Source: an optimization exercise on an open RTL-to-GDS flow (aim: small area, a short achievable clock period and few clock cycles per item). Production flows keep margins and buffers that such runs may drop. RTL that was checked went through simulation tests only; none was proved equivalent to the original. No activity file was given, so power comes from the tool's default toggle rates.

==> flow/design.v (excerpt) <==
module pe_top (
    input  logic                      clk,
    input  logic                      rstn,
    input  logic [pe_pkg::CFG_W-1:0]  filter_size,
    input  logic                      iact_write_en,
    input  logic [pe_pkg::DATA_W-1:0] data_iact_in,
    output logic                      iact_ready,
    input  logic                      weight_write_en,
    input  logic [pe_pkg::DATA_W-1:0] data_weight_in,
    output logic                      weight_ready,
    input  logic                      psum_write_en,
    input  logic [pe_pkg::DATA_W-1:0] data_psum_in,
    output logic                      psum_ready,
    input  logic                      psum_read_en,
    output logic [pe_pkg::DATA_W-1:0] data_psum_out,
    output logic                      psum_out_valid
);
Size in the first run: ~140 flip-flops, about 82 I/O pins, roughly 0.0083 mm^2 of cells after synthesis.
==> flow/config.mk <==
export PLATFORM = sky130hd
export DESIGN_NAME = pe_top
export DESIGN_NICKNAME = pe_top
export VERILOG_FILES = /design/flow/design.v
export SDC_FILE = /design/flow/constraint.sdc
export NUM_CORES = 4
export LEC_CHECK = 0
export CAP_MARGIN = 20
export CORE_MARGIN = 2
export CORE_UTILIZATION = 40
export SETUP_SLACK_MARGIN = 4.0
export SLEW_MARGIN = 20
==> flow/constraint.sdc <==
create_clock -name core_clock -period 7.0 [get_ports {clk}]
set_input_delay 1.4000 -clock core_clock [delete_from_list [all_inputs] [get_ports {clk}]]
set_output_delay 1.4000 -clock core_clock [all_outputs]
set_load 0.01 [all_outputs]
standard.sh (not shown) runs the stock make flow with config.mk's settings and CLKGATE_MAP_FILE= SYNTH_SCRIPT=/design/flow/synth_recipe.tcl, a recipe that flattens the netlist after the stock synthesis.
==> flow/flow/run.sh <==
#!/bin/bash
set -euo pipefail
export BUFFER_PORTS_ARGS="-buffer_cell sky130_fd_sc_hd__buf_1"
export CTS_ARGS="-sink_clustering_enable -repair_clock_nets -buf_list sky130_fd_sc_hd__clkbuf_8 -dont_use_dummy_load"
export SETUP_MOVE_SEQUENCE="unbuffer,sizeup,swap,buffer,clone"
bash standard.sh finish > standard.log 2>&1
Testbench counts at the start, summed over its fixed seeds: cycles 18,441, rows 2,394.
Edit:
--- a/flow/flow/run.sh
+++ b/flow/flow/run.sh
@@ -5 +4,0 @@
-export SETUP_MOVE_SEQUENCE="unbuffer,sizeup,swap,buffer,clone"
Settings changed: SETUP_SLACK_MARGIN 4.0 to 4.3.
Count of clock-buffer cells in the layout stays the same.
Register-to-register slack gains 0.11 ns.
Synthesized cell count is unchanged.
Power rises by 16%.
Critical path depth goes up by 3.
First-iteration DRC count rises by about 38%.
Final cell count rose by 4.7%.
Edit:
--- a/flow/flow/run.sh
+++ b/flow/flow/run.sh
@@ -4,0 +5 @@
+export SKIP_GATE_CLONING="1"
Settings changed: SETUP_SLACK_MARGIN 4.3 to 4.1.
Result: The changed run completed with no timing, DRC or antenna violations. Wire length shrinks by 4.2%. Design area shrinks by 5.6%. Total power shrinks by 11%. Via count shrinks by 3.6%. Die area stays the same. Cell count shrinks by 3.7%. Core utilization shrinks by 2.7 points. Non-clock buffer count shrinks by 41. Worst setup slack is worse by 0.061 ns.


pe_top again, from the RTL that the note above started with.
clock: 7.0 ns
lec_check: 0
cap_margin: 20
core_margin: 2
core_utilization: 40
place_density: 0.7
setup_slack_margin: 4.0
slew_margin: 20
==> flow/flow/run.sh <==
#!/bin/bash
set -euo pipefail
export BUFFER_PORTS_ARGS="-buffer_cell sky130_fd_sc_hd__buf_1"
export CTS_ARGS="-sink_clustering_enable -repair_clock_nets -buf_list sky130_fd_sc_hd__clkbuf_4 -dont_use_dummy_load"
bash standard.sh finish > standard.log 2>&1
Testbench counts at the start, summed over its fixed seeds: cycles 18,441, rows 2,394.
Then changed:
- CORE_UTILIZATION: 40 -> 70
- PLACE_DENSITY: 0.7 -> not set
Count of clock-buffer cells in the layout does not change. Utilization rises by 33 points. Die area falls by 42%. Via count rises by about 4.5%. Total power rises by about 1.1%. Routed wire length rises by 0.60%. Worst hold slack stays flat. Combinational power rises by about 3%. Design area falls by about 2%.
Then changed:
==> flow/flow/run.sh (replaced) <==
#!/bin/bash
set -euo pipefail
export BUFFER_PORTS_ARGS="-buffer_cell sky130_fd_sc_hd__buf_1"
export CTS_ARGS="-sink_clustering_enable -repair_clock_nets -buf_list sky130_fd_sc_hd__clkbuf_8 -dont_use_dummy_load"
bash standard.sh finish > standard.log 2>&1
- CORE_UTILIZATION: 70 -> 40
- GPL_TIMING_DRIVEN: not set -> 0
Wire length rose by 10%.
Flip-flop and latch count is unchanged.
Maximum frequency fell by 0.75%.
Worst hold slack is worse by 0.0095 ns.
Setup slack is worse by 0.022 ns.
Utilization fell by 32 points.
Global-route usage fell by 9.8 points.
Die area rose by 72%.
Then changed:
==> flow/flow/run.sh (replaced) <==
#!/bin/bash
set -euo pipefail
export BUFFER_PORTS_ARGS="-buffer_cell sky130_fd_sc_hd__buf_1"
export CTS_ARGS="-sink_clustering_enable -repair_clock_nets -buf_list sky130_fd_sc_hd__clkbuf_4 -dont_use_dummy_load"
bash standard.sh finish > standard.log 2>&1
- GPL_TIMING_DRIVEN: 0 -> not set
- SETUP_SLACK_MARGIN: 4.0 -> 4.4
Clock-buffer cell count is unchanged.
Worst setup slack gets better by 0.20 ns.
Core utilization came out higher by 4.4 points.
Non-clock buffer count came out higher by 52.
Global-route usage came out higher by 0.15 points.
Final cell count came out higher by 4.9%.
Power came out higher by 14%.
Then changed:
- CORE_UTILIZATION: 40 -> 30
- SETUP_SLACK_MARGIN: 4.4 -> 4.0
Effect: Clock skew is about the same; core utilization decreases by 16 points; count of clock-buffer cells in the layout is unchanged; total power decreases by about 14%; setup slack degrades by 0.18 ns; critical path depth does not change; synthesized cell count is unchanged.


== build 49 ==
pe_top, a different RTL version from the one above (not shown whole).
Size in the first run: about 710 cells after synthesis, ~140 flip-flops, about 82 I/O pins, ~8300 µm² of cells after synthesis.
// pe_top
module pe_top (
    input  logic                      clk,
    input  logic                      rstn,
    input  logic [pe_pkg::CFG_W-1:0]  filter_size,
    input  logic                      iact_write_en,
    input  logic [pe_pkg::DATA_W-1:0] data_iact_in,
    output logic                      iact_ready,
    input  logic                      weight_write_en,
    input  logic [pe_pkg::DATA_W-1:0] data_weight_in,
    output logic                      weight_ready,
    input  logic                      psum_write_en,
    input  logic [pe_pkg::DATA_W-1:0] data_psum_in,
    output logic                      psum_ready,
    input  logic                      psum_read_en,
    output logic [pe_pkg::DATA_W-1:0] data_psum_out,
    output logic                      psum_out_valid
);
export LEC_CHECK = 0
export CAP_MARGIN = 20
export CORE_MARGIN = 2
export CORE_UTILIZATION = 40
export SETUP_SLACK_MARGIN = 3.0
export SLEW_MARGIN = 20
create_clock -name core_clock -period 7.0 [get_ports {clk}]
run.sh (not shown) runs the stock make flow with config.mk's settings and CLKGATE_MAP_FILE= SYNTH_SCRIPT=/design/flow/synth_recipe.tcl, a recipe that flattens the netlist after the stock synthesis.
Stock flow here: none of the scripts above is used.
Inputs modified between build 49 and build 88:
--- a/flow/config.mk
+++ b/flow/config.mk
@@ -10,3 +10,3 @@
 export CORE_UTILIZATION = 40
-export SETUP_SLACK_MARGIN = 3.0
+export SETUP_SLACK_MARGIN = 4.0
 export SLEW_MARGIN = 20
--- outcome ---
- Every run in the comparison, build 88 and build 49, completed the flow with a clean layout.
- Across both runs, combinational share of power was higher for build 88 than for build 49.
- The capture point of the worst path comes out mac.pv_r[21]$_DFF_P_ in one run and weight_ready in the other, namely in build 88 and build 49 respectively.
- Relative to build 49, via count of the first global-routing pass has increased by 447 in build 88.
- reg -> out as the critical path class was reported by build 49, and reg -> reg by build 88.
- | global-route usage | higher: build 88 |
- Looking at wire length after detailed routing, build 88 sits 1.9 mm above build 49.
The following lists how build 52 was set up differently from build 88:
==> flow/flow/run.sh (new file) <==
#!/bin/bash
set -euo pipefail
export RECOVER_POWER="100"
bash standard.sh finish > standard.log 2>&1
==> flow/standard.sh (new file) <==
#!/bin/bash
# synth_recipe.tcl (not shown) runs the flow's synth.tcl, then flattens the netlist and writes it again
# the make line also repeats each setting of config.mk as NAME=value (left out here)
make -C /OpenROAD-flow-scripts/flow DESIGN_CONFIG=/design/flow/config.mk WORK_HOME=/design/flow/orfs CLKGATE_MAP_FILE= SYNTH_SCRIPT=/design/flow/synth_recipe.tcl "${@:-finish}"
removed: flow/run.sh
### Flow results
- Build 52 | status: complete | timing, DRC, antenna: pass
- On wire length, the lower figure sits with build 88, not build 52.
- | area growth from synthesis to layout | lower: build 52 |
- Build 52 reports a lower switching share of power than build 88 does.
- Build 52 vs build 88, worst setup path startpoint: va$_SDFFE_PN0P_ vs a_r[9]$_DFFE_PP_
- Re worst endpoint data arrival time: build 88 and build 52 aren't equal, and the lower value belongs to build 52.
- Compared with build 88, in build 52 final design instance area without fill decreased by 1.4% relative to the old numbers, number of levels the H-tree was split into closely matched the old numbers, first-pass iteration count of the detailed router increased by 1 relative to the old numbers.
Here is what was changed in the inputs of build 28 compared with build 52.
==> flow/run.sh (new file) <==
#!/bin/bash
# synth_recipe.tcl (not shown) runs the flow's synth.tcl, then flattens the netlist and writes it again
# the make line also repeats each setting of config.mk as NAME=value (left out here)
make -C /OpenROAD-flow-scripts/flow DESIGN_CONFIG=/design/flow/config.mk WORK_HOME=/design/flow/orfs CLKGATE_MAP_FILE= SYNTH_SCRIPT=/design/flow/synth_recipe.tcl finish
--- a/flow/config.mk
+++ b/flow/config.mk
@@ -10,2 +10,4 @@
 export CORE_UTILIZATION = 40
+export CTS_BUF_LIST = sky130_fd_sc_hd__clkbuf_8
+export CTS_CLUSTER_SIZE = 30
 export SETUP_SLACK_MARGIN = 4.0
removed: flow/flow/run.sh
removed: flow/standard.sh
Findings:
Going from build 52 to build 28, net switching component of the power has increased; first-pass GRT wire length shrank by 0.96%. Arrival time reported for the critical path endpoint: higher on build 28.
> inputs changed (build 28 -> build 50)
--- a/flow/config.mk
+++ b/flow/config.mk
@@ -10,5 +10,2 @@
 export CORE_UTILIZATION = 40
-export CTS_BUF_LIST = sky130_fd_sc_hd__clkbuf_8
-export CTS_CLUSTER_SIZE = 30
-export SETUP_SLACK_MARGIN = 4.0
 export SLEW_MARGIN = 20
Diff build 28 -> build 50 | placed wire-length estimate | down slightly
Cmp build 50 vs build 28: via count lower in build 50
When build 50 is measured against build 28, its net switching power turns out 3.5% lower.
Switching part of the total power: lower on build 50
Compared with build 28, in build 50 cell count now smaller, instance area at placement neither gained nor lost much, largest net degree at the start of global routing held steady, combinational share of power now smaller.
Build 50 — number of clock buffer instances in the layout 2 higher, build 28 as reference
The fraction of standard cell area that is sequential number comes out higher for build 50 vs build 28.
Function was not checked in any run of this note: the RTL went through the layout flow alone.

-- separate check: timing with driven ports --
The results above use ideal ports. As a check the final layouts listed here were re-extracted and re-timed, cells and wires unchanged. Step 1 assumes that a clkbuf_16 drives the clock port and a buf_2 every other input. Step 2, shift: input delay + t, output delay - t, t = (earliest + latest rising clock arrival at the registers) / 2. This alone moves slack from input paths to output paths. Slacks: ideal / step 1 / step 2; pairs: ideal / step 1.
run | shift t [ns] | setup WS [ns] | clock arrival spread, ns | cell pins on the clock port's net
the first run of note 1 | 0.472 | 4.162 / 4.162 / 3.923 | 0.020 / 0.020 | 1
the second run of note 1 | 0.480 | 4.267 / 4.267 / 4.156 | 0.026 / 0.026 | 1
the third run of note 1 | 0.476 | 4.206 / 4.206 / 3.919 | 0.020 / 0.020 | 1
the first run of note 2 | 0.567 | 4.129 / 4.129 / 3.954 | 0.031 / 0.032 | 1
the second run of note 2 | 0.566 | 4.132 / 4.132 / 4.024 | 0.039 / 0.039 | 1
the third run of note 2 | 0.479 | 4.111 / 4.111 / 3.908 | 0.020 / 0.019 | 1
the fourth run of note 2 | 0.576 | 4.316 / 4.316 / 4.084 | 0.037 / 0.037 | 1
the fifth run of note 2 | 0.587 | 4.135 / 4.135 / 3.965 | 0.036 / 0.035 | 1
build 49 | 0.464 | 3.416 / 3.372 / 3.584 | 0.010 / 0.009 | 1
build 88 | 0.460 | 3.993 / 3.993 / 3.993 | 0.009 / 0.010 | 1
build 52 | 0.461 | 3.569 / 3.524 / 3.584 | 0.009 / 0.009 | 1
build 28 | 0.483 | 3.955 / 3.955 / 3.955 | 0.013 / 0.013 | 1
build 50 | 0.464 | 3.416 / 3.372 / 3.584 | 0.010 / 0.009 | 1
After both steps every run listed still meets setup and hold. For the third run of note 1, which loses most, drivers alone change the setup slack by 0.000 ns; drivers and shift together by -0.287 ns.
